This design comes from an exercise in tuning for small area, a short achievable clock period and few clock cycles per item on the open sky130 flow, not from production work.
Only simulation tests tie the RTL to the original design; equivalence was not proved.

## flow/design.v (module list and top-level ports; edited modules follow where they fit)
// module wosr_wave: 665 lines
// module wosr_fa: 10 lines
// module wosr_ha: 9 lines
// module wosr_mul_wg: 796 lines
// module wosr_add_wg: 519 lines
// module wosr_mul_819: 1038 lines
// module wosr_mul_x: 1482 lines
// module waveform_oscillator_soft_ramp_core: 1622 lines
module waveform_oscillator_soft_ramp_core (
  input  wire logic                 clk,
  input  wire logic                 rst,
  input  wire logic                 in_valid,
  output logic                      in_ready,
  input  wire logic signed [23:0]   in_left,
  input  wire logic signed [23:0]   in_right,
  input  wire logic                 in_block_start,
  input  wire logic                 in_soft_start,
  input  wire logic                 in_soft_stop,
  output logic                      out_valid,
  input  wire logic                 out_ready,
  output logic signed [23:0]        out_left,
  output logic signed [23:0]        out_right,
  output logic signed [15:0]        out_wave,
  input  wire logic                 cfg_valid,
  output logic                      cfg_ready,
  input  wire logic [1:0]           cfg_index,
  input  wire logic [wosr_pkg::FIELD_BITS-1:0] cfg_data
);
  // ...
==> flow/flow/run.sh <==
#!/bin/bash
# Standard layout with a larger setup margin for the repair steps (the clock
# period and constraints stay the design's), resizing not tied to the cell
# footprint, and plain buffers on the ports.
set -euo pipefail
export SETUP_SLACK_MARGIN=7.5
export BUFFER_PORTS_ARGS="-buffer_cell sky130_fd_sc_hd__buf_2"
bash standard.sh MATCH_CELL_FOOTPRINT=0 finish > standard.log 2>&1
==> flow/standard.sh <==
#!/bin/bash
# synth_recipe.tcl (not shown) runs the flow's synth.tcl, then flattens the netlist and writes it again
# the make line also repeats each setting of config.mk as NAME=value (left out here)
make -C /OpenROAD-flow-scripts/flow DESIGN_CONFIG=/design/flow/config.mk WORK_HOME=/design/flow/orfs CLKGATE_MAP_FILE= SYNTH_SCRIPT=/design/flow/synth_recipe.tcl "${@:-finish}"
==> flow/config.mk <==
export PLATFORM = sky130hd
export DESIGN_NAME = waveform_oscillator_soft_ramp_core
export DESIGN_NICKNAME = waveform_oscillator_soft_ramp_core
export VERILOG_FILES = /design/flow/design.v
export SDC_FILE = /design/flow/constraint.sdc
export NUM_CORES = 4
export LEC_CHECK = 0
export CAP_MARGIN = 20
export CORE_MARGIN = 2
export CORE_UTILIZATION = 40
export SLEW_MARGIN = 20
export SYNTH_HIERARCHICAL = 1
==> flow/constraint.sdc <==
create_clock -name core_clock -period 12.0 [get_ports {clk}]
set_input_delay 2.4000 -clock core_clock [delete_from_list [all_inputs] [get_ports {clk}]]
set_output_delay 2.4000 -clock core_clock [all_outputs]
set_load 0.01 [all_outputs]
==> run summary, run 1 <==
Floorplan:
- The area of the placeable core is 109,000 um^2.
- For this design the top-level I/O count stands at 149.
- The area of the die is 113,000 um^2.

Timing:
- The maximum clock skew at final layout is 0.0912 ns.
- The share of the clock period used by the worst path after layout is 40.6%.
- Setup violations remaining at the end of the flow were counted as 0.
- The slew at the pin closest to its max-slew limit is 1.23 ns.
- Setup total negative slack on the finished layout was measured at 0 ns.

Route:
- The remaining antenna violation count is 0.
- The highest metal layer with signal wires is met4.
- The DRC violation count after routing is 0.

Worst hold path:
- The class of the tightest hold or removal check is reg -> reg.

Layout:
- The count of nets after finishing is 4,887.
- The final standard cell count with taps included and fillers excluded is about 5,600.
- The library cell used most frequently in the layout, excluding fill and tap cells, is edfxtp_1.
- The library cells used most frequently in the layout, excluding fill and tap cells, are 382 x edfxtp_1, 363 x fa_1, 289 x nand2_1.
- The number of multi-input combinational cells in the layout is 3,007.
- In the final design, more cell area goes to multi-input gates than to any other class.
- Cells fill ~47% of the core in the end.
- The fraction of layout instances using a drive strength above 1 is 25.2%.

Setup path:
- The endpoint of the worst setup timing path is e0_q[14].
- Tracing the worst setup path back leads to its startpoint at s4_w819[16].
- The number of buffer and inverter instances along the worst setup path is 2.
- Grouping stages by cell kind, the critical path spends the most delay in adder cells.

Synth:
- Summing the areas of all fa, ha and maj instances in the mapped netlist gives 25.8% of the synthesized area.
- Ranked by instance count, the synthesized netlist is headed by 382 x edfxtp_1, 378 x fa_1, 306 x ha_1.
- Yosys mapped a number of flops with a built-in enable equal to 382.
- Ranked by total cell area, the synthesized netlist is headed by edfxtp_1 26%, fa_1 17%, ha_1 8.7%, dfxtp_1 5.4%, xnor2_1 4.2%.
- After synthesis, the mean cell area works out to 10.9 um^2.
- The most used flip-flop cell after synthesis is edfxtp_1.

Clocking:
- The H-tree was split into 2 levels.
- Post-CTS repair changed the size of 209 cells.

Outcome:
- The flow ran to the end and the layout has no timing, DRC or antenna violations.

GRT:
- Entering global routing, the biggest net connects 86 pins.
Testbench counts, summed over its fixed seeds: cycles 8,384, items 8,192.
==> inputs of run 2 (changes only) <==
--- a/flow/config.mk
+++ b/flow/config.mk
@@ -5,6 +5,7 @@
 export SDC_FILE = /design/flow/constraint.sdc
 export NUM_CORES = 4
 export LEC_CHECK = 0
+export ABC_AREA = 1
 export CAP_MARGIN = 20
 export CORE_MARGIN = 2
 export CORE_UTILIZATION = 40
==> run summary, run 2 <==
Outcome:
- Result of the run: complete, no violations (unchanged).

Timing:
- The tightest slew margin relative to the limit is 23.6% (was 18.2%).
- The final-report setup violation count is 0 (unchanged).
- The clock period minus final worst setup slack was 4.53 ns (was 4.87 ns).
- The final-report hold violation count is 0 (unchanged).
- The top achievable clock speed is 221 MHz (was 205 MHz).
- The worst hold slack is 0.497 ns (was 0.454 ns).
- Setup repair after global routing missed its margin: true (unchanged).
- The setup total negative slack is 0 ns (unchanged).
- The count of pins over their slew limit is 0 (unchanged).
- The maximum clock skew at final layout was 0.0688 ns (was 0.0912 ns).
- The slew at the pin closest to its max-slew limit came to 1.14 ns (was 1.23 ns).
- The share of the clock period used by the worst path after layout is 37.8% (was 40.6%).

Floorplan:
- The chip width came to 343 um (was 336 um).
- The area of the die was 118,000 um^2 (was 113,000 um^2).
- The effective utilization at floorplan was 40.3% (was 40.4%).
- The top-level I/O count is 149 (unchanged).
- The vertical die dimension is 343 um (was 336 um).
- The placement row count came to 124 (was 121).
- The area of the placeable core is 114,000 um^2 (was 109,000 um^2).

Synth:
- The most used flip-flop cell after synthesis is edfxtp_1 (unchanged).
- The number of cells produced by synthesis is 5,185 (was 4,044).
- Most numerous cell types in the synthesized netlist: 1,108 x nand2_1, 568 x nand3_1, 500 x inv_1 (was 382 x edfxtp_1, 378 x fa_1, 306 x ha_1).
- The number of warnings reported in the yosys synthesis log is 8 (unchanged).
- The post-synthesis cell type with the largest combined area is edfxtp_1 (unchanged).
- Top cells by area, synth: edfxtp_1 25%, fa_1 16%, nand2_1 9.0%, ha_1 8.3%, nand3_1 6.2% (was edfxtp_1 26%, fa_1 17%, ha_1 8.7%, dfxtp_1 5.4%, xnor2_1 4.2%).
- The proportion of synthesized chip area in sequential cells is 30.1% (was 31.3%).
- The share of flip-flops with an asynchronous set or reset is 0% (unchanged).
- The count of different cell masters after synthesis is 70 (was 108).
- The mean instance size in the synthesized netlist is 8.88 um^2 (was 10.9 um^2).
- The top-area cell type share of the netlist area came to 24.9% (was 26.0%).
- The combined area of all synthesized cells is 46,000 um^2 (was 44,200 um^2).
- The number of enable flip-flop cells after synthesis came to 382 (unchanged).
- The number of synthesized register bits is 501 (unchanged).
- The most used standard cell by instance count after synthesis is nand2_1 (was edfxtp_1).

Setup path:
- The category of the critical setup timing path was reg -> reg (unchanged).
- The nature of the critical path startpoint is a flop (unchanged).
- The number of cell instances on the worst register-to-register path is 16 (was 18).
- The element type at the critical path end is a flop (unchanged).
- The data required time of the worst path is 12.42 ns (was 12.44 ns).
- The largest fanout of any net on the critical path was 18 (was 5).
- The arrival time at the worst endpoint is 4.96 ns (was 5.31 ns).

Clocking:
- The number of clock sinks is 501 (unchanged).
- The hold-fix buffer count after cts is 0 (unchanged).
- The root buffer cell is clkbuf_16 (unchanged).
- The later-pin clock latency in the skew report is 0.68 ns (about the same).
- The TritonCTS clock tree is yes (unchanged).
- The depth of the CTS H-tree is 2 (unchanged).
- The clock edge transition at the registers on the reported setup and hold paths is 0.06 ns (about the same).
- The number of CTS-inserted buffers is 59 (was 57).
- The deepest clock path buffer count came to 3 (unchanged).

Layout:
- The synthesis-to-finish area growth is 9.04% (was 15.1%).
- Most frequent cells in the layout: 1,083 x nand2_1, 562 x nand3_1, 469 x inv_1 (was 382 x edfxtp_1, 363 x fa_1, 289 x nand2_1).
- The register with the highest flop count is s4_w819 (unchanged).
- The number of flip-flops in the largest register is 42 (unchanged).
- The count of nets after finishing is 5,880 (was 4,887).
- The fraction of layout instances using a drive strength above 1 is 14.9% (was 25.2%).
- The final standard cell count with taps included and fillers excluded is 6,675 (was 5,647).
- The most common library cell in the layout ignoring fill and taps is nand2_1 (was edfxtp_1).

Worst hold path:
- The class of the tightest hold or removal check is reg -> reg (unchanged).
- The hold-critical path depth is 2 (unchanged).

Route:
- The average routed wire per standard cell is 18.5 um (was 21.2 um).
- The DRC violation count after routing is 0 (unchanged).
- The total length of routed wires was 123 mm (was 120 mm).
- The via count of the routed design came to 35,800 (was 31,700).
- The via-per-instance ratio is 5.37 (was 5.61).
- The violation count after the first detailed-routing iteration came to 2,859 (was 2,108).
- The first-pass detailed-route iteration total is 8 (was 6).
- The remaining antenna violation count is 0 (unchanged).

GRT:
- The largest net degree at the start of global routing is 75 (was 86).
- The global route total overflow is 0 (unchanged).
- The initial antenna violation count is 2 (was 3).
- The first-pass GRT wire length is 193 mm (was 187 mm).
- The total track usage was 20.4% (was 20.9%).
- The number of global-route vias before repair was 34,600 (was 32,100).

Placed design:
- The detailed placer's ending HPWL is 87.2 mm (was 79.5 mm).
- The final weighted congestion in routability-driven placement is 0.914 (was 0.872).
- The instance count after placement with tap cells included is 6,474 (was 5,313).
- The number of port buffers is 147 (unchanged).

Flow run:
- The count of maximum capacitance violations came to 0 (unchanged).
## run 2: changes by cell type after synthesis, moves of 56 or more
cell     change
nand3_2     +83
xor2_1     +126
mux2_2     -133
a22oi_1    -130
inv_1      +362
and2_1      -59
xnor2_1    -180
mux2_4      -56
o22ai_1     +99
nand2_1    +807
nand3_1    +519
a22o_1     -113
buf_6       +57
## run 2: final cells by class
| class | count | area, um^2 |
|---|---|---|
| antenna | 3 | 7.51 |
| timing repair inverter | 2 | 15.0 |
| sequential | 501 | 13900 |
| tap | 1512 | 1890 |
| inverter | 532 | 2190 |
| clock buffer | 70 | 1550 |
| fill | 11100 | 64000 |
| clock inverter | 37 | 567 |
| multi-input combinational | 3727 | 27900 |
| timing repair buffer | 291 | 2180 |
## run 2: through the flow
step	area, um^2	util (%)	setup WS, ns
after detailed placement	46200	40.4	6.67
final	50200	43.9	7.47
after global placement	46200	40.4	6.71
after CTS	48900	42.8	7.47
after floorplan	46200	-	6.82
after global routing	50200	43.9	7.32
## run 2: what timing repair did
item / CTS / global route
buffers inserted: 24 / 56
cloned: 5 / 6
setup endpoints to repair: 65 / 157
pin swaps: 20 / 59
gates resized for setup: 107 / 159
## run 2: critical path, cell delays in order, from the launching register on
cell	delay, ns
dfxtp_4	0.38
clkinvlp_4	0.15
buf_12	0.18
o22ai_2	0.15
xor2_1	0.20
fa_1	0.46
fa_2	0.55
fa_1	0.46
ha_4	0.32
nand3_2	0.12
nor4_2	0.31
nand2_2	0.10
nand2_4	0.10
fa_1	0.41
a22o_1	0.25
nand2_1	0.06
nand2_1	0.06
## run 2: worst paths after layout
kind	startpoint	to	slack, ns
worst max-delay path	kd[1]	e0_q[2]	7.47
worst min register to register	act	act	0.50
worst max register to register	kd[1]	e0_q[2]	7.47
worst min-delay path	act	act	0.50
## run 2: layer usage
layer | up-vias | global-route usage (%) | share of wire, %
met5 | - | 0 | 0
met4 | 0 | 6.72 | 3.4
met3 | 294 | 2.61 | 6.2
met2 | 1264 | 35.1 | 49
met1 | 17300 | 26.6 | 42
li1 | 17000 | - | -
## run 2: cells by family after synthesis
family / synth area share [%]
AO/OA/AOI/OAI: 9.07
XOR/XNOR: 3.92
adder cells (fa/ha/maj): 24.8
buffers and inverters: 11.2
flip-flops: 30.1
other: 0.0163
AND/OR/NAND/NOR: 21.0
## run 2: modules after synthesis, one instance, submodules excluded
module,area (um^2),flip-flops and latches,cells inside,copies in the design
wosr_ha,12.5,0,1,73
waveform_oscillator_soft_ramp_core,21100,501,1875,1
wosr_wave,3480,0,630,1
wosr_fa,20.0,0,1,340
wosr_add_wg,1920,0,340,1
wosr_mul_819,2440,0,401,1
wosr_mul_wg,5100,0,814,1
wosr_mul_x,4250,0,712,1
==> inputs of run 3 (changes only) <==
==> flow/flow/run.sh (replaced) <==
#!/bin/bash
# Standard layout with a larger setup margin for the repair steps (the clock
# period and constraints stay the design's), resizing not tied to the cell
# footprint, and plain buffers on the ports.
set -euo pipefail
export SETUP_SLACK_MARGIN=8.0
export BUFFER_PORTS_ARGS="-buffer_cell sky130_fd_sc_hd__buf_2"
bash standard.sh MATCH_CELL_FOOTPRINT=0 finish > standard.log 2>&1
==> run summary, run 3 <==
Synth:
- Most numerous cell types in the synthesized netlist: 1,108 x nand2_1, 568 x nand3_1, 500 x inv_1 (unchanged).
- The proportion of synthesized chip area in sequential cells came to 30.1% (unchanged).
- The most used standard cell by instance count after synthesis is nand2_1 (unchanged).
- The post-synthesis cell type with the largest combined area is edfxtp_1 (unchanged).
- The combined area of all synthesized cells is 46,000 um^2 (unchanged).
- The mean instance size in the synthesized netlist is 8.88 um^2 (unchanged).
- The number of enable flip-flop cells after synthesis is 382 (unchanged).
- The top-area cell type share of the netlist area came to 24.9% (unchanged).
- The number of synthesized register bits came to 501 (unchanged).
- The share of flip-flops with an asynchronous set or reset is 0% (unchanged).
- Top cells by area, synth: edfxtp_1 25%, fa_1 16%, nand2_1 9.0%, ha_1 8.3%, nand3_1 6.2% (unchanged).
- The number of warnings reported in the yosys synthesis log is 8 (unchanged).
- The count of different cell masters after synthesis is 70 (unchanged).
- The number of cells produced by synthesis is 5,185 (unchanged).
- The most used flip-flop cell after synthesis is edfxtp_1 (unchanged).

Setup path:
- The number of buffer and inverter instances along the worst setup path is 3 (was 2).
- The most frequent cell on the critical path is nand2_1 (was fa_1).
- The critical path startpoint is kd[4] (was kd[1]).
- The family of cells with the greatest summed delay on the critical path is adder cells (unchanged).
- The biggest cell delay along the critical path was 0.52 ns (was 0.55 ns).
- The category of the critical setup timing path is reg -> reg (unchanged).
- The data required time of the worst path is 12.42 ns (about the same).
- The arrival time at the worst endpoint is 4.91 ns (was 4.96 ns).
- The slowest cell on the critical path is fa_1 (was fa_2).
- Cells along the critical path: clkinvlp_4 -> buf_4 -> clkbuf_16 -> o22ai_2 -> xor2_1 -> ha_1 -> fa_1 -> fa_1 -> ha_1 -> a21oi_1 -> o21a_1 -> nand2_1 -> a21oi_2 -> nand2_4 -> fa_2 -> xor2_1 -> a32o_2 -> nand2_1 -> nand2_1 (was clkinvlp_4 -> buf_12 -> o22ai_2 -> xor2_1 -> fa_1 -> fa_2 -> fa_1 -> ha_4 -> nand3_2 -> nor4_2 -> nand2_2 -> nand2_4 -> fa_1 -> a22o_1 -> nand2_1 -> nand2_1).
- The nature of the critical path startpoint is a flop (unchanged).
- The largest fanout of any net on the critical path is 6 (was 18).
- The launch point of the worst reg-to-reg path is kd[4] (was kd[1]).
- The element type at the critical path end is a flop (unchanged).

Clocking:
- The number of clock sinks was 501 (unchanged).
- The TritonCTS clock tree was yes (unchanged).
- The depth of the CTS H-tree was 2 (unchanged).
- The hold-fix buffer count after cts came to 0 (unchanged).
- The root buffer cell was clkbuf_16 (unchanged).
- The number of CTS-inserted buffers is 60 (was 59).
- The deepest clock path buffer count is 3 (unchanged).
- The clock edge transition at the registers on the reported setup and hold paths was 0.07 ns (was 0.06 ns).
- The later-pin clock latency in the skew report is 0.68 ns (about the same).

Timing:
- The top achievable clock speed is 223 MHz (was 221 MHz).
- The final worst slack is 7.51 ns (was 7.47 ns).
- The count of pins over their slew limit was 0 (unchanged).
- The slew at the pin closest to its max-slew limit is 1.33 ns (was 1.14 ns).
- Setup repair after global routing missed its margin: true (unchanged).
- The maximum clock skew at final layout is 0.0462 ns (was 0.0688 ns).
- The setup total negative slack is 0 ns (unchanged).
- The tightest slew margin relative to the limit is 10.9% (was 23.6%).
- The final-report setup violation count is 0 (unchanged).
- The share of the clock period used by the worst path after layout is 37.4% (was 37.8%).
- The final-report hold violation count is 0 (unchanged).
- The clock period minus final worst setup slack was 4.49 ns (was 4.53 ns).

Layout:
- The count of nets after finishing came to 5,982 (was 5,880).
- The synthesis-to-finish area growth was 13.2% (was 9.04%).
- The fraction of layout instances using a drive strength above 1 is 20.3% (was 14.9%).
- The post-route standard cell area excluding fillers came to 52,100 um^2 (was 50,200 um^2).
- The most common library cell in the layout ignoring fill and taps was nand2_1 (unchanged).
- The number of flip-flops in the largest register is 42 (unchanged).
- Most frequent cells in the layout: 1,031 x nand2_1, 542 x nand3_1, 453 x inv_1 (was 1,083 x nand2_1, 562 x nand3_1, 469 x inv_1).
- The register with the highest flop count is s4_w819 (unchanged).

Route:
- The first-pass detailed-route iteration total is 8 (unchanged).
- The via count of the routed design is 36,100 (was 35,800).
- The violation count after the first detailed-routing iteration is 2,934 (was 2,859).
- The average routed wire per standard cell is 18.2 um (was 18.5 um).
- The DRC violation count after routing is 0 (unchanged).
- The via-per-instance ratio is 5.33 (was 5.37).
- The remaining antenna violation count is 0 (unchanged).
- The total length of routed wires was 123 mm (about the same).

GRT:
- The global route total overflow came to 0 (unchanged).
- The total track usage is 20.4% (about the same).
- The first-pass GRT wire length is 193 mm (about the same).
- The largest net degree at the start of global routing is 75 (unchanged).
- The initial antenna violation count came to 6 (was 2).
- The number of global-route vias before repair is 34,900 (was 34,600).

Floorplan:
- The effective utilization at floorplan is 40.3% (unchanged).
- The placement row count is 124 (unchanged).
- The area of the placeable core is 114,000 um^2 (unchanged).
- The vertical die dimension was 343 um (unchanged).
- The top-level I/O count is 149 (unchanged).
- The area of the die is 118,000 um^2 (unchanged).
- The chip width is 343 um (unchanged).

Placed design:
- The detailed placer's ending HPWL came to 84.6 mm (was 87.2 mm).
- The final weighted congestion in routability-driven placement was 0.920 (was 0.914).
- The post-placement cell area is 46,400 um^2 (was 46,200 um^2).
- The worst slack at placement is 6.70 ns (was 6.67 ns).
- The number of port buffers came to 147 (unchanged).

Outcome:
- Result of the run: complete, no violations (unchanged).

Worst hold path:
- The startpoint of the most critical hold path is gain[15] (was act).
- The class of the tightest hold or removal check was reg -> reg (unchanged).

Flow run:
- The count of maximum capacitance violations is 0 (unchanged).
[run 3: cell counts after synthesis]
Identical to the previous run, type by type.
[run 3: per-layer routing]
layer | wire length [um] | global-route usage, % | vias up
met5 | 0 | 0 | -
met1 | 53400 | 27.9 | 17400
li1 | - | - | 17200
met4 | 3520 | 6.03 | 0
met2 | 58000 | 33.7 | 1298
met3 | 8330 | 2.86 | 260
[run 3: cells by family (layout without fill, tap and decap cells)]
kind of cell / after synthesis / in the layout / synth area share (%)
buffers and inverters: 959 / 1038 / 11.2
AND/OR/NAND/NOR: 2135 / 2137 / 21.0
XOR/XNOR: 206 / 206 / 3.92
adder cells (fa/ha/maj): 684 / 684 / 24.8
other: 2 / 6 / 0.0163
flip-flops: 501 / 501 / 30.1
AO/OA/AOI/OAI: 698 / 699 / 9.07
[run 3: metrics by stage]
| stage | std cells | hold WS [ns] | utilization (%) |
|---|---|---|---|
| after floorplan | 5186 | 0.365 | - |
| after global placement | 6467 | 0.447 | 40.6 |
| after detailed placement | 6467 | 0.449 | 40.6 |
| after CTS | 6707 | 0.465 | 44.1 |
| after global routing | 6781 | 0.504 | 45.6 |
| final | 6783 | 0.464 | 45.6 |
[run 3: repair_timing]
action / in CTS / in global routing
pin swaps: 72 / 177
buffers inserted: 119 / 68
endpoints found under the setup margin: 173 / 163
cloned: 7 / 5
gates resized for setup: 215 / 239
[run 3: worst min-delay path: stages (launching register included)]
cell and delay [ns]:
dfxtp_1 0.33, nand2_1 0.05, nand3_1 0.05
[run 3: final timing paths]
kind,to,slack (ns),cells past startpoint
worst min register to register,gain[15],0.46,2
worst min-delay path,gain[15],0.46,2
worst max register to register,e0_q[3],7.51,19
worst max-delay path,e0_q[3],7.51,19
[run 3: layout make-up]
type	count	area, um^2
inverter	532	2250
sequential	501	13900
clock buffer	70	1540
tap	1512	1890
antenna	3	7.51
clock inverter	44	488
fill	10900	62100
multi-input combinational	3729	29100
timing repair inverter	4	32.5
timing repair buffer	388	2860
[run 3: per-module statistics from Yosys (local to each module, per instance), a selection]
module	cell area [um^2]	copies in the design
waveform_oscillator_soft_ramp_core	21100	1
wosr_fa	20.0	340
wosr_add_wg	1920	1
wosr_wave	3480	1
wosr_mul_wg	5100	1
wosr_mul_819	2440	1
wosr_mul_x	4250	1
==> inputs of run 4 (changes only) <==
==> flow/flow/run.sh (replaced) <==
#!/bin/bash
# Standard layout with a larger setup margin for the repair steps (the clock
# period and constraints stay the design's), resizing not tied to the cell
# footprint, and plain buffers on the ports.
set -euo pipefail
export SETUP_SLACK_MARGIN=7.0
export BUFFER_PORTS_ARGS="-buffer_cell sky130_fd_sc_hd__buf_2"
bash standard.sh MATCH_CELL_FOOTPRINT=0 finish > standard.log 2>&1
==> run summary, run 4 <==
Setup path:
- The most frequent cell on the critical path was nand2_1 (unchanged).
- The slowest cell on the critical path is fa_1 (unchanged).
- The largest fanout of any net on the critical path is 38 (was 6).
- The biggest cell delay along the critical path is 0.44 ns (was 0.52 ns).
- The nature of the critical path startpoint is a flop (unchanged).
- The number of buffer and inverter instances along the worst setup path is 4 (was 3).
- Cells along the critical path: buf_6 -> inv_4 -> nand2_1 -> inv_1 -> nand2_1 -> nand3_1 -> nand2_1 -> o31ai_1 -> nor2_1 -> ha_1 -> fa_1 -> ha_1 -> or2_0 -> nand3_1 -> nand2_1 -> inv_1 -> fa_1 -> nor2_2 -> a21oi_1 -> o21ai_1 -> o211ai_1 (was clkinvlp_4 -> buf_4 -> clkbuf_16 -> o22ai_2 -> xor2_1 -> ha_1 -> fa_1 -> fa_1 -> ha_1 -> a21oi_1 -> o21a_1 -> nand2_1 -> a21oi_2 -> nand2_4 -> fa_2 -> xor2_1 -> a32o_2 -> nand2_1 -> nand2_1).
- The data required time of the worst path is 12.40 ns (was 12.42 ns).
- The family of cells with the greatest summed delay on the critical path is adder cells (unchanged).
- The category of the critical setup timing path is reg -> reg (unchanged).
- The element type at the critical path end is a flop (unchanged).
- The arrival time at the worst endpoint came to 5.14 ns (was 4.91 ns).

Floorplan:
- The effective utilization at floorplan was 40.3% (unchanged).
- The placement row count is 124 (unchanged).
- The vertical die dimension is 343 um (unchanged).
- The area of the placeable core came to 114,000 um^2 (unchanged).
- The top-level I/O count came to 149 (unchanged).
- The area of the die is 118,000 um^2 (unchanged).
- The chip width is 343 um (unchanged).

Synth:
- The mean instance size in the synthesized netlist is 8.88 um^2 (unchanged).
- The proportion of synthesized chip area in sequential cells is 30.1% (unchanged).
- Top cells by area, synth: edfxtp_1 25%, fa_1 16%, nand2_1 9.0%, ha_1 8.3%, nand3_1 6.2% (unchanged).
- The share of flip-flops with an asynchronous set or reset is 0% (unchanged).
- The top-area cell type share of the netlist area is 24.9% (unchanged).
- The most used standard cell by instance count after synthesis is nand2_1 (unchanged).
- The number of cells produced by synthesis is 5,185 (unchanged).
- The number of warnings reported in the yosys synthesis log is 8 (unchanged).
- Most numerous cell types in the synthesized netlist: 1,108 x nand2_1, 568 x nand3_1, 500 x inv_1 (unchanged).
- The number of enable flip-flop cells after synthesis is 382 (unchanged).
- The post-synthesis cell type with the largest combined area is edfxtp_1 (unchanged).
- The count of different cell masters after synthesis is 70 (unchanged).
- The most used flip-flop cell after synthesis is edfxtp_1 (unchanged).
- The combined area of all synthesized cells is 46,000 um^2 (unchanged).
- The number of synthesized register bits is 501 (unchanged).

Layout:
- The fraction of layout instances using a drive strength above 1 is 11.3% (was 20.3%).
- The final standard cell count with taps included and fillers excluded is 6,605 (was 6,783).
- The number of flip-flops in the largest register is 42 (unchanged).
- The count of nets after finishing came to 5,810 (was 5,982).
- The synthesis-to-finish area growth is 5.42% (was 13.2%).
- Most frequent cells in the layout: 1,105 x nand2_1, 568 x nand3_1, 489 x inv_1 (was 1,031 x nand2_1, 542 x nand3_1, 453 x inv_1).
- The most common library cell in the layout ignoring fill and taps is nand2_1 (unchanged).
- The register with the highest flop count is s4_w819 (unchanged).

Timing:
- The share of the clock period used by the worst path after layout came to 39.5% (was 37.4%).
- The final-report hold violation count came to 0 (unchanged).
- The slew at the pin closest to its max-slew limit is 1.15 ns (was 1.33 ns).
- The top achievable clock speed was 211 MHz (was 223 MHz).
- The setup total negative slack is 0 ns (unchanged).
- The count of pins over their slew limit is 0 (unchanged).
- The clock period minus final worst setup slack is 4.74 ns (was 4.49 ns).
- The maximum clock skew at final layout was 0.0618 ns (was 0.0462 ns).
- The final-report setup violation count is 0 (unchanged).
- Setup repair after global routing missed its margin: false (was true).
- The tightest slew margin relative to the limit is 23.3% (was 10.9%).

Worst hold path:
- The class of the tightest hold or removal check was reg -> reg (unchanged).

GRT:
- The total track usage is 20.0% (was 20.4%).
- The largest net degree at the start of global routing is 72 (was 75).
- The number of global-route vias before repair came to 33,900 (was 34,900).
- The initial antenna violation count came to 2 (was 6).
- The global route total overflow is 0 (unchanged).
- The first-pass GRT wire length is 188 mm (was 193 mm).

Route:
- The via count of the routed design is 35,000 (was 36,100).
- The first-pass detailed-route iteration total is 9 (was 8).
- The via-per-instance ratio is 5.29 (was 5.33).
- The average routed wire per standard cell came to 18.1 um (was 18.2 um).
- The total length of routed wires came to 120 mm (was 123 mm).
- The DRC violation count after routing came to 0 (unchanged).
- The remaining antenna violation count is 0 (unchanged).
- The violation count after the first detailed-routing iteration is 2,842 (was 2,934).

Clocking:
- The number of clock sinks came to 501 (unchanged).
- The TritonCTS clock tree is yes (unchanged).
- The later-pin clock latency in the skew report is 0.69 ns (was 0.68 ns).
- The number of CTS-inserted buffers is 58 (was 60).
- The hold-fix buffer count after cts is 0 (unchanged).
- The deepest clock path buffer count came to 3 (unchanged).
- The depth of the CTS H-tree was 2 (unchanged).
- The root buffer cell is clkbuf_16 (unchanged).
- The clock edge transition at the registers on the reported setup and hold paths is 0.06 ns (was 0.07 ns).

Placed design:
- The number of port buffers is 147 (unchanged).
- The instance count after placement with tap cells included came to 6,472 (was 6,467).
- The detailed placer's ending HPWL is 86.4 mm (was 84.6 mm).
- The final weighted congestion in routability-driven placement is 0.981 (was 0.920).

Outcome:
- Result of the run: complete, no violations (unchanged).

Flow run:
- The count of maximum capacitance violations came to 0 (unchanged).
run 4: kinds of logic (layout without fill, tap and decap cells):
logic type	Yosys count	after routing	synth area share (%)
other cells	2	4	0.0163
fa+ha+maj	684	684	24.8
buf+inv	959	864	11.2
xor+xnor	206	206	3.92
simple gates	2135	2135	21.0
flops	501	501	30.1
compound gates	698	699	9.07
run 4: per-module statistics from Yosys (local to each module, per instance), a selection:
module / copies in the design / cell area [um^2] / flip-flops and latches
wosr_mul_x: 1 / 4250 / 0
waveform_oscillator_soft_ramp_core: 1 / 21100 / 501
wosr_fa: 340 / 20.0 / 0
wosr_wave: 1 / 3480 / 0
wosr_ha: 73 / 12.5 / 0
wosr_mul_819: 1 / 2440 / 0
wosr_add_wg: 1 / 1920 / 0
run 4: per-layer routing:
layer / GRT usage [%] / vias up / share of wire (%)
met4: 8.00 / 0 / 4.3
li1: - / 16800 / -
met2: 32.5 / 1169 / 46
met5: 0 / - / 0
met1: 26.9 / 16700 / 44
met3: 2.83 / 288 / 6.1
run 4: through the flow:
step | hold slack, ns | worst slack, ns | area, um^2 | util (%)
3_5_place_dp | 0.456 | 6.42 | 46100 | 40.3
4_1_cts | 0.467 | 7.00 | 48100 | 42.2
6_report | 0.472 | 7.26 | 48500 | 42.5
3_3_place_gp | 0.450 | 6.49 | 46100 | 40.3
2_1_floorplan | 0.365 | 6.82 | 46100 | -
5_1_grt | 0.501 | 6.98 | 48500 | 42.5
run 4: final timing paths:
path / startpoint / end / slack [ns] / cells past startpoint
max: pa_qidx[5] / s1_wx[8] / 7.26 / 21
min: kd[7] / kd[7] / 0.47 / 2
min reg2reg: kd[7] / kd[7] / 0.47 / 2
max reg2reg: pa_qidx[5] / s1_wx[8] / 7.26 / 21
run 4: worst reg2reg max path, cell delays in order, from the launching register on:
cell and delay [ns]:
dfxtp_1 0.30, buf_6 0.20, inv_4 0.43, nand2_1 0.27, inv_1 0.32, nand2_1 0.10
nand3_1 0.14, nand2_1 0.09, o31ai_1 0.12, nor2_1 0.08, ha_1 0.31, fa_1 0.44
ha_1 0.33, or2_0 0.24, nand3_1 0.10, nand2_1 0.08, inv_1 0.08, fa_1 0.44
nor2_2 0.15, a21oi_1 0.07, o21ai_1 0.11, o211ai_1 0.10
run 4: repair_timing:
action | 4_1_cts | 5_1_grt
cloned | 1 | 4
resized for setup | 11 | 59
buffers inserted | 4 | 14
pin swaps | 0 | 7
endpoints found under the setup margin | 28 | 42
run 4: final cells by class:
| cell class | count | area (um^2) |
|---|---|---|
| Sequential cell | 501 | 13900 |
| Inverter | 532 | 2130 |
| Antenna cell | 1 | 2.50 |
| Tap cell | 1512 | 1890 |
| Clock buffer | 83 | 1680 |
| Multi-Input combinational cell | 3727 | 27200 |
| Clock inverter | 25 | 309 |
| Timing Repair Buffer | 221 | 1410 |
| Fill cell | 11300 | 65700 |
| Timing Repair inverter | 3 | 22.5 |
==> inputs of run 5 (changes only) <==
==> flow/flow/run.sh (replaced) <==
#!/bin/bash
# Standard layout with a larger setup margin for the repair steps (the clock
# period and constraints stay the design's), resizing not tied to the cell
# footprint, and plain buffers on the ports.
set -euo pipefail
export SETUP_SLACK_MARGIN=6.8
export BUFFER_PORTS_ARGS="-buffer_cell sky130_fd_sc_hd__buf_2"
bash standard.sh MATCH_CELL_FOOTPRINT=0 finish > standard.log 2>&1
--- a/flow/config.mk
+++ b/flow/config.mk
@@ -5,7 +5,6 @@
 export SDC_FILE = /design/flow/constraint.sdc
 export NUM_CORES = 4
 export LEC_CHECK = 0
-export ABC_AREA = 1
 export CAP_MARGIN = 20
 export CORE_MARGIN = 2
 export CORE_UTILIZATION = 40
==> run summary, run 5 <==
Outcome:
- Result of the run: complete, no violations (unchanged).

Synth:
- The number of synthesized register bits is 501 (unchanged).
- The combined area of all synthesized cells was 44,200 um^2 (was 46,000 um^2).
- The proportion of synthesized chip area in sequential cells came to 31.3% (was 30.1%).
- The mean instance size in the synthesized netlist is 10.9 um^2 (was 8.88 um^2).
- The number of warnings reported in the yosys synthesis log came to 8 (unchanged).
- The share of flip-flops with an asynchronous set or reset is 0% (unchanged).
- The number of enable flip-flop cells after synthesis came to 382 (unchanged).
- Top cells by area, synth: edfxtp_1 26%, fa_1 17%, ha_1 8.7%, dfxtp_1 5.4%, xnor2_1 4.2% (was edfxtp_1 25%, fa_1 16%, nand2_1 9.0%, ha_1 8.3%, nand3_1 6.2%).
- The count of different cell masters after synthesis is 108 (was 70).
- The post-synthesis cell type with the largest combined area is edfxtp_1 (unchanged).
- Most numerous cell types in the synthesized netlist: 382 x edfxtp_1, 378 x fa_1, 306 x ha_1 (was 1,108 x nand2_1, 568 x nand3_1, 500 x inv_1).
- The top-area cell type share of the netlist area came to 26.0% (was 24.9%).
- The most used standard cell by instance count after synthesis is edfxtp_1 (was nand2_1).
- The most used flip-flop cell after synthesis is edfxtp_1 (unchanged).
- The number of cells produced by synthesis is 4,044 (was 5,185).

Layout:
- Most frequent cells in the layout: 382 x edfxtp_1, 377 x fa_1, 298 x ha_1 (was 1,105 x nand2_1, 568 x nand3_1, 489 x inv_1).
- The register with the highest flop count is s4_w819 (unchanged).
- The most common library cell in the layout ignoring fill and taps is edfxtp_1 (was nand2_1).
- The synthesis-to-finish area growth is 8.18% (was 5.42%).
- The number of flip-flops in the largest register was 42 (unchanged).
- The count of nets after finishing is 4,721 (was 5,810).
- The fraction of layout instances using a drive strength above 1 was 16.9% (was 11.3%).
- The final standard cell count with taps included and fillers excluded is 5,484 (was 6,605).

Clocking:
- The later-pin clock latency in the skew report is 0.70 ns (was 0.69 ns).
- The number of clock sinks came to 501 (unchanged).
- The root buffer cell is clkbuf_16 (unchanged).
- The deepest clock path buffer count was 3 (unchanged).
- The number of CTS-inserted buffers is 59 (was 58).
- The TritonCTS clock tree is yes (unchanged).
- The depth of the CTS H-tree is 2 (unchanged).
- The hold-fix buffer count after cts is 0 (unchanged).
- The clock edge transition at the registers on the reported setup and hold paths is 0.06 ns (about the same).

GRT:
- The initial antenna violation count is 5 (was 2).
- The global route total overflow is 0 (unchanged).
- The total track usage was 20.0% (about the same).
- The number of global-route vias before repair is 31,000 (was 33,900).
- The first-pass GRT wire length is 179 mm (was 188 mm).
- The largest net degree at the start of global routing was 95 (was 72).

Setup path:
- The category of the critical setup timing path was reg -> reg (unchanged).
- The largest fanout of any net on the critical path was 15 (was 38).
- The number of cell instances on the worst register-to-register path is 23 (was 21).
- The arrival time at the worst endpoint is 5.57 ns (was 5.14 ns).
- The nature of the critical path startpoint is a flop (unchanged).
- The capturing point of the worst reg2reg path is s1_wx[8] (unchanged).
- The launch point of the worst reg-to-reg path is pa_qidx[3] (was pa_qidx[5]).
- The data required time of the worst path is 12.41 ns (was 12.40 ns).
- The register-to-register setup slack is 6.84 ns (was 7.26 ns).
- The element type at the critical path end was a flop (unchanged).
- The critical path startpoint is pa_qidx[3] (was pa_qidx[5]).

Route:
- The total length of routed wires is 114 mm (was 120 mm).
- The via-per-instance ratio is 5.56 (was 5.29).
- The average routed wire per standard cell came to 20.8 um (was 18.1 um).
- The via count of the routed design came to 30,500 (was 35,000).
- The first-pass detailed-route iteration total came to 5 (was 9).
- The violation count after the first detailed-routing iteration came to 2,219 (was 2,842).
- The DRC violation count after routing is 0 (unchanged).
- The remaining antenna violation count is 0 (unchanged).

Worst hold path:
- The hold-critical path depth is 2 (unchanged).
- The endpoint of the worst hold-timing path is gain[2] (was kd[7]).
- The class of the tightest hold or removal check is reg -> reg (unchanged).
- The startpoint of the most critical hold path is gain[2] (was kd[7]).

Timing:
- The share of the clock period used by the worst path after layout is 43.0% (was 39.5%).
- The maximum clock skew at final layout came to 0.0788 ns (was 0.0618 ns).
- The count of pins over their slew limit came to 0 (unchanged).
- The top achievable clock speed is 194 MHz (was 211 MHz).
- The setup total negative slack is 0 ns (unchanged).
- The tightest slew margin relative to the limit is 20.0% (was 23.3%).
- The slew at the pin closest to its max-slew limit is 1.20 ns (was 1.15 ns).
- Setup repair after global routing missed its margin: true (was false).
- The final-report setup violation count is 0 (unchanged).
- The final worst slack is 6.84 ns (was 7.26 ns).
- The final-report hold violation count came to 0 (unchanged).
- The clock period minus final worst setup slack is 5.16 ns (was 4.74 ns).

Placed design:
- The number of port buffers is 147 (unchanged).
- The worst slack at placement came to 6.05 ns (was 6.42 ns).
- The final weighted congestion in routability-driven placement is 0.902 (was 0.981).
- The instance count after placement with tap cells included is 5,319 (was 6,472).
- The detailed placer's ending HPWL is 80.3 mm (was 86.4 mm).

Floorplan:
- The vertical die dimension is 336 um (was 343 um).
- The area of the die came to 113,000 um^2 (was 118,000 um^2).
- The area of the placeable core is 109,000 um^2 (was 114,000 um^2).
- The placement row count is 121 (was 124).
- The effective utilization at floorplan is 40.4% (was 40.3%).
- The top-level I/O count was 149 (unchanged).
- The chip width is 336 um (was 343 um).

Flow run:
- The count of maximum capacitance violations is 0 (unchanged).
==> run 5: cells by family after synthesis <==
family	share of synthesized area, %
simple gates	9.42
mux	6.52
other cells	0.0170
xor+xnor	5.19
flops	31.3
buf+inv	6.57
fa+ha+maj	25.8
compound gates	15.1
==> run 5: through the flow <==
step                util, %  hold WS (ns)  cell area, um^2
global placement       41.0         0.444            44800
finish                 43.7         0.454            47800
global route           43.7         0.483            47800
detailed placement     41.0         0.450            44800
CTS                    43.2         0.458            47300
floorplan                 -         0.366            44200
==> run 5: area by class of cell <==
class                      count  area [um^2]
inverter                     144          574
tap                         1476         1850
clock buffer                  72         1540
fill                       10400        61500
multi-input combinational   3003        27700
clock inverter                38          497
sequential                   501        13900
antenna                        4         10.0
timing repair inverter         3         17.5
timing repair buffer         243         1710
==> run 5: what timing repair did <==
action | 4_1_cts | 5_1_grt
cloned | 4 | 5
buffers inserted | 22 | 20
pin swaps | 4 | 13
endpoints found under the setup margin | 100 | 87
gates resized for setup | 54 | 76
==> run 5: routing by layer <==
metal	wire length [um]	vias to the layer above	GRT usage, %
met5	0	-	0
met4	3190	0	6.53
met3	5420	182	2.50
met2	55600	841	33.6
met1	50100	15200	26.6
li1	-	14200	-
==> run 5: Yosys stat by module (local to each module, per instance) <==
module                              times used  flops+latches  cells inside
waveform_oscillator_soft_ramp_core           1            501          1596
wosr_add_wg                                  1              0           210
wosr_fa                                    340              0             1
wosr_ha                                     73              0             1
wosr_mul_819                                 1              0           248
wosr_mul_wg                                  1              0           460
wosr_mul_x                                   1              0           530
wosr_wave                                    1              0           587
==> run 5: worst max-delay path by stage <==
| stage | cells after the start | endpoint |
|---|---|---|
| global placement | 23 | s1_wx[9] |
| global route | 24 | s1_wx[8] |
| detailed placement | 23 | s1_wx[9] |
| floorplan | 23 | s1_wx[8] |
| finish | 23 | s1_wx[8] |
| CTS | 23 | s1_wx[9] |
==> run 5: worst max-delay path: stages (launching register included) <==
cell        delay [ns]
dfxtp_4           0.38
buf_12            0.16
clkinvlp_4        0.10
buf_4             0.15
ha_4              0.20
inv_1             0.09
ha_2              0.24
nor2_1            0.08
o311a_1           0.37
a21oi_2           0.12
and2_1            0.14
ha_1              0.25
fa_1              0.58
ha_1              0.23
nor2b_2           0.16
o2111ai_1         0.24
nand2_1           0.13
a21o_1            0.22
a21oi_2           0.15
fa_1              0.44
o21ai_0           0.16
a21oi_1           0.09
a21oi_1           0.11
o21ai_0           0.09
==> inputs of run 6 (changes only) <==
==> flow/run.sh (new file) <==
#!/bin/bash
# synth_recipe.tcl (not shown) runs the flow's synth.tcl, then flattens the netlist and writes it again
# the make line also repeats each setting of config.mk as NAME=value (left out here)
make -C /OpenROAD-flow-scripts/flow DESIGN_CONFIG=/design/flow/config.mk WORK_HOME=/design/flow/orfs CLKGATE_MAP_FILE= SYNTH_SCRIPT=/design/flow/synth_recipe.tcl finish
removed: flow/flow/run.sh
removed: flow/standard.sh
==> run summary, run 6 <==
GRT:
- The initial antenna violation count is 2 (was 5).
- The met3 usage in global routing came to 2.62% (was 2.50%).
- The global route total overflow is 0 (unchanged).
- The most used routing layer in global routing is met2 (unchanged).
- The total track usage is 19.5% (was 20.0%).
- The largest net degree at the start of global routing was 92 (was 95).
- The first-pass GRT wire length is 177 mm (was 179 mm).
- The met1 track utilization from global routing is 26.2% (was 26.6%).
- The met2 track demand over resource is 31.9% (was 33.6%).
- The number of global-route vias before repair is 31,000 (about the same).

Clocking:
- The clock edge transition at the registers on the reported setup and hold paths is 0.06 ns (about the same).
- The hold-fix buffer count after cts is 0 (unchanged).
- The number of clock sinks came to 501 (unchanged).
- The depth of the CTS H-tree is 2 (unchanged).
- The number of CTS-inserted buffers is 58 (was 59).
- The deepest clock path buffer count came to 3 (unchanged).
- The number of post-CTS setup repair buffers was 0 (was 22).
- The later-pin clock latency in the skew report was 0.67 ns (was 0.70 ns).
- The root buffer cell is clkbuf_16 (unchanged).
- The TritonCTS clock tree is yes (unchanged).
- The number of gates given a new drive strength after cts is 0 (was 54).

Synth:
- The mean instance size in the synthesized netlist is 10.9 um^2 (unchanged).
- The proportion of synthesized chip area in sequential cells is 31.3% (unchanged).
- Top cells by area, synth: edfxtp_1 26%, fa_1 17%, ha_1 8.7%, dfxtp_1 5.4%, xnor2_1 4.2% (unchanged).
- The most used standard cell by instance count after synthesis is edfxtp_1 (unchanged).
- The share of flip-flops with an asynchronous set or reset was 0% (unchanged).
- Most numerous cell types in the synthesized netlist: 382 x edfxtp_1, 378 x fa_1, 306 x ha_1 (unchanged).
- The most used flip-flop cell after synthesis was edfxtp_1 (unchanged).
- The number of synthesized register bits is 501 (unchanged).
- The top-area cell type share of the netlist area is 26.0% (unchanged).
- The number of warnings reported in the yosys synthesis log is 8 (unchanged).
- The number of enable flip-flop cells after synthesis is 382 (unchanged).
- The combined area of all synthesized cells is 44,200 um^2 (unchanged).
- The count of different cell masters after synthesis was 108 (unchanged).
- The post-synthesis cell type with the largest combined area was edfxtp_1 (unchanged).
- The number of cells produced by synthesis was 4,044 (unchanged).

Route:
- The DRC violation count after routing is 0 (unchanged).
- The via-per-instance ratio is 5.56 (about the same).
- The total length of routed wires was 110 mm (was 114 mm).
- The first-pass detailed-route iteration total is 7 (was 5).
- The average routed wire per standard cell came to 20.2 um (was 20.8 um).
- The remaining antenna violation count is 0 (unchanged).
- The violation count after the first detailed-routing iteration is 2,292 (was 2,219).
- The via count of the routed design is 30,200 (was 30,500).

Layout:
- Most frequent cells in the layout: 382 x edfxtp_1, 378 x fa_1, 306 x ha_1 (was 382 x edfxtp_1, 377 x fa_1, 298 x ha_1).
- The post-route standard cell area excluding fillers is 47,500 um^2 (was 47,800 um^2).
- The most common library cell in the layout ignoring fill and taps is edfxtp_1 (unchanged).
- The register with the highest flop count was s4_w819 (unchanged).
- The number of flip-flops in the largest register was 42 (unchanged).
- The synthesis-to-finish area growth is 7.46% (was 8.18%).
- The final standard cell count with taps included and fillers excluded is 5,430 (was 5,484).
- The fraction of layout instances using a drive strength above 1 was 10.7% (was 16.9%).
- The count of nets after finishing is 4,671 (was 4,721).

Setup path:
- Cells along the critical path: buf_4 -> clkinv_1 -> ha_1 -> nand2_1 -> nand2_1 -> o21ai_0 -> nand2_1 -> o21ai_0 -> a21oi_1 -> and2_1 -> ha_1 -> fa_1 -> ha_1 -> nor2b_1 -> o2111ai_1 -> nand2_1 -> a21o_1 -> a21oi_1 -> fa_1 -> o21ai_0 -> a21oi_1 -> a21oi_1 -> o21ai_0 (was buf_12 -> clkinvlp_4 -> buf_4 -> ha_4 -> inv_1 -> ha_2 -> nor2_1 -> o311a_1 -> a21oi_2 -> and2_1 -> ha_1 -> fa_1 -> ha_1 -> nor2b_2 -> o2111ai_1 -> nand2_1 -> a21o_1 -> a21oi_2 -> fa_1 -> o21ai_0 -> a21oi_1 -> a21oi_1 -> o21ai_0).
- The critical path startpoint is pa_qidx[3] (unchanged).
- The nature of the critical path startpoint is a flop (unchanged).
- The arrival time at the worst endpoint is 6.73 ns (was 5.57 ns).
- The biggest cell delay along the critical path was 0.73 ns (was 0.58 ns).
- The largest fanout of any net on the critical path is 30 (was 15).
- The family of cells with the greatest summed delay on the critical path is adder cells (unchanged).
- The launch point of the worst reg-to-reg path is pa_qidx[3] (unchanged).
- The data required time of the worst path is 12.41 ns (about the same).
- The category of the critical setup timing path is reg -> reg (unchanged).
- The number of buffer and inverter instances along the worst setup path is 2 (was 4).
- The slowest cell on the critical path is ha_1 (was fa_1).
- The element type at the critical path end is a flop (unchanged).

Timing:
- The clock period minus final worst setup slack is 6.33 ns (was 5.16 ns).
- The tightest slew margin relative to the limit came to 25.4% (was 20.0%).
- The count of pins over their slew limit was 0 (unchanged).
- The share of the clock period used by the worst path after layout was 52.7% (was 43.0%).
- The maximum clock skew at final layout is 0.0759 ns (was 0.0788 ns).
- The top achievable clock speed is 158 MHz (was 194 MHz).
- The final worst slack is 5.67 ns (was 6.84 ns).
- The final-report hold violation count is 0 (unchanged).
- The setup total negative slack is 0 ns (unchanged).
- Setup repair after global routing missed its margin: false (was true).
- The final-report setup violation count came to 0 (unchanged).
- The slew at the pin closest to its max-slew limit was 1.12 ns (was 1.20 ns).

Flow run:
- The count of maximum capacitance violations came to 0 (unchanged).

Worst hold path:
- The startpoint of the most critical hold path is gain[3] (was gain[2]).
- The class of the tightest hold or removal check is reg -> reg (unchanged).

Placed design:
- The number of port buffers is 147 (unchanged).
- The instance count after placement with tap cells included is 5,321 (was 5,319).
- The detailed placer's ending HPWL is 78.7 mm (was 80.3 mm).
- The post-placement cell area is 45,600 um^2 (was 44,800 um^2).
- The worst slack at placement is 5.86 ns (was 6.05 ns).
- The final weighted congestion in routability-driven placement is 0.915 (was 0.902).

Outcome:
- Result of the run: complete, no violations (unchanged).

Floorplan:
- The effective utilization at floorplan is 40.4% (unchanged).
- The area of the placeable core is 109,000 um^2 (unchanged).
- The chip width is 336 um (unchanged).
- The top-level I/O count is 149 (unchanged).
- The placement row count was 121 (unchanged).
- The vertical die dimension is 336 um (unchanged).
- The area of the die was 113,000 um^2 (unchanged).
## run 6: worst paths after layout
| check | to | slack [ns] | cells after the start |
|---|---|---|---|
| worst min-delay path | gain[3] | 0.46 | 2 |
| worst max-delay path | s1_wx[8] | 5.67 | 23 |
| worst min register to register | gain[3] | 0.46 | 2 |
| worst max register to register | s1_wx[8] | 5.67 | 23 |
## run 6: modules after synthesis (local to each module, per instance)
module | cells inside | flip-flops and latches
wosr_mul_wg | 460 | 0
waveform_oscillator_soft_ramp_core | 1596 | 501
wosr_wave | 587 | 0
wosr_mul_819 | 248 | 0
wosr_ha | 1 | 0
wosr_mul_x | 530 | 0
wosr_add_wg | 210 | 0
wosr_fa | 1 | 0
## run 6: final cells by class
type	instances	area (um^2)
antenna	1	2.50
inverter	144	541
tap	1476	1850
sequential	501	13900
clock buffer	66	1520
multi-input combinational	3003	27500
timing repair buffer	197	1840
fill	10300	61800
clock inverter	42	394
## run 6: cell families after synthesis
kind of cell / share of synthesized area (%)
AOI/OAI and AO/OA: 15.1
xor gates and xnor gates: 5.19
muxes: 6.52
buffers and inverters: 6.57
adders and majority gates: 25.8
DFF: 31.3
and+or+nand+nor: 9.42
other: 0.0170
## run 6: routing by layer
layer / wire length, um / up-vias
met3: 6000 / 196
met2: 51000 / 925
met5: 0 / -
li1: - / 14200
met4: 4180 / 0
met1: 48800 / 14900
## run 6: per-stage QoR
| step | util (%) | hold slack, ns |
|---|---|---|
| detailed placement | 41.7 | 0.449 |
| finish | 43.5 | 0.460 |
| floorplan | - | 0.366 |
| global route | 43.5 | 0.499 |
| CTS | 43.5 | 0.457 |
| global placement | 41.7 | 0.444 |
## run 6: tightest hold or removal path, cell delays in order (launching register included)
cell and delay, ns:
dfxtp_1 0.31, nand2_1 0.05, a21oi_1 0.05

## static timing again, ports no longer ideal
The flow's constraints put no driver on any port. The routed layouts listed below were extracted and timed again, unchanged, in two steps. Step 1 assumes that a clkbuf_16 drives the clock port and a buf_2 every other input. Step 2, shift: input delay + t, output delay - t, t = (earliest + latest rising clock arrival at the registers) / 2. This alone moves slack from input paths to output paths. Three values: no drivers, after step 1, after step 2; two values: the first two.
run | t, ns | slack for setup (ns) | latest minus earliest clock arrival (ns)
run 1 | 0.713 | 7.130 / 7.130 / 7.025 | 0.096 / 0.095
run 2 | 0.712 | 7.468 / 7.468 / 6.957 | 0.074 / 0.074
run 3 | 0.726 | 7.507 / 7.507 / 7.433 | 0.048 / 0.048
run 4 | 0.738 | 7.256 / 7.256 / 6.649 | 0.065 / 0.065
run 5 | 0.730 | 6.843 / 6.843 / 6.843 | 0.081 / 0.080
run 6 | 0.698 | 5.675 / 5.675 / 5.675 | 0.077 / 0.077
After both steps setup and hold are still met in every run listed. For run 4, which loses most, drivers alone change the setup slack by 0.000 ns; drivers and shift together by -0.607 ns.
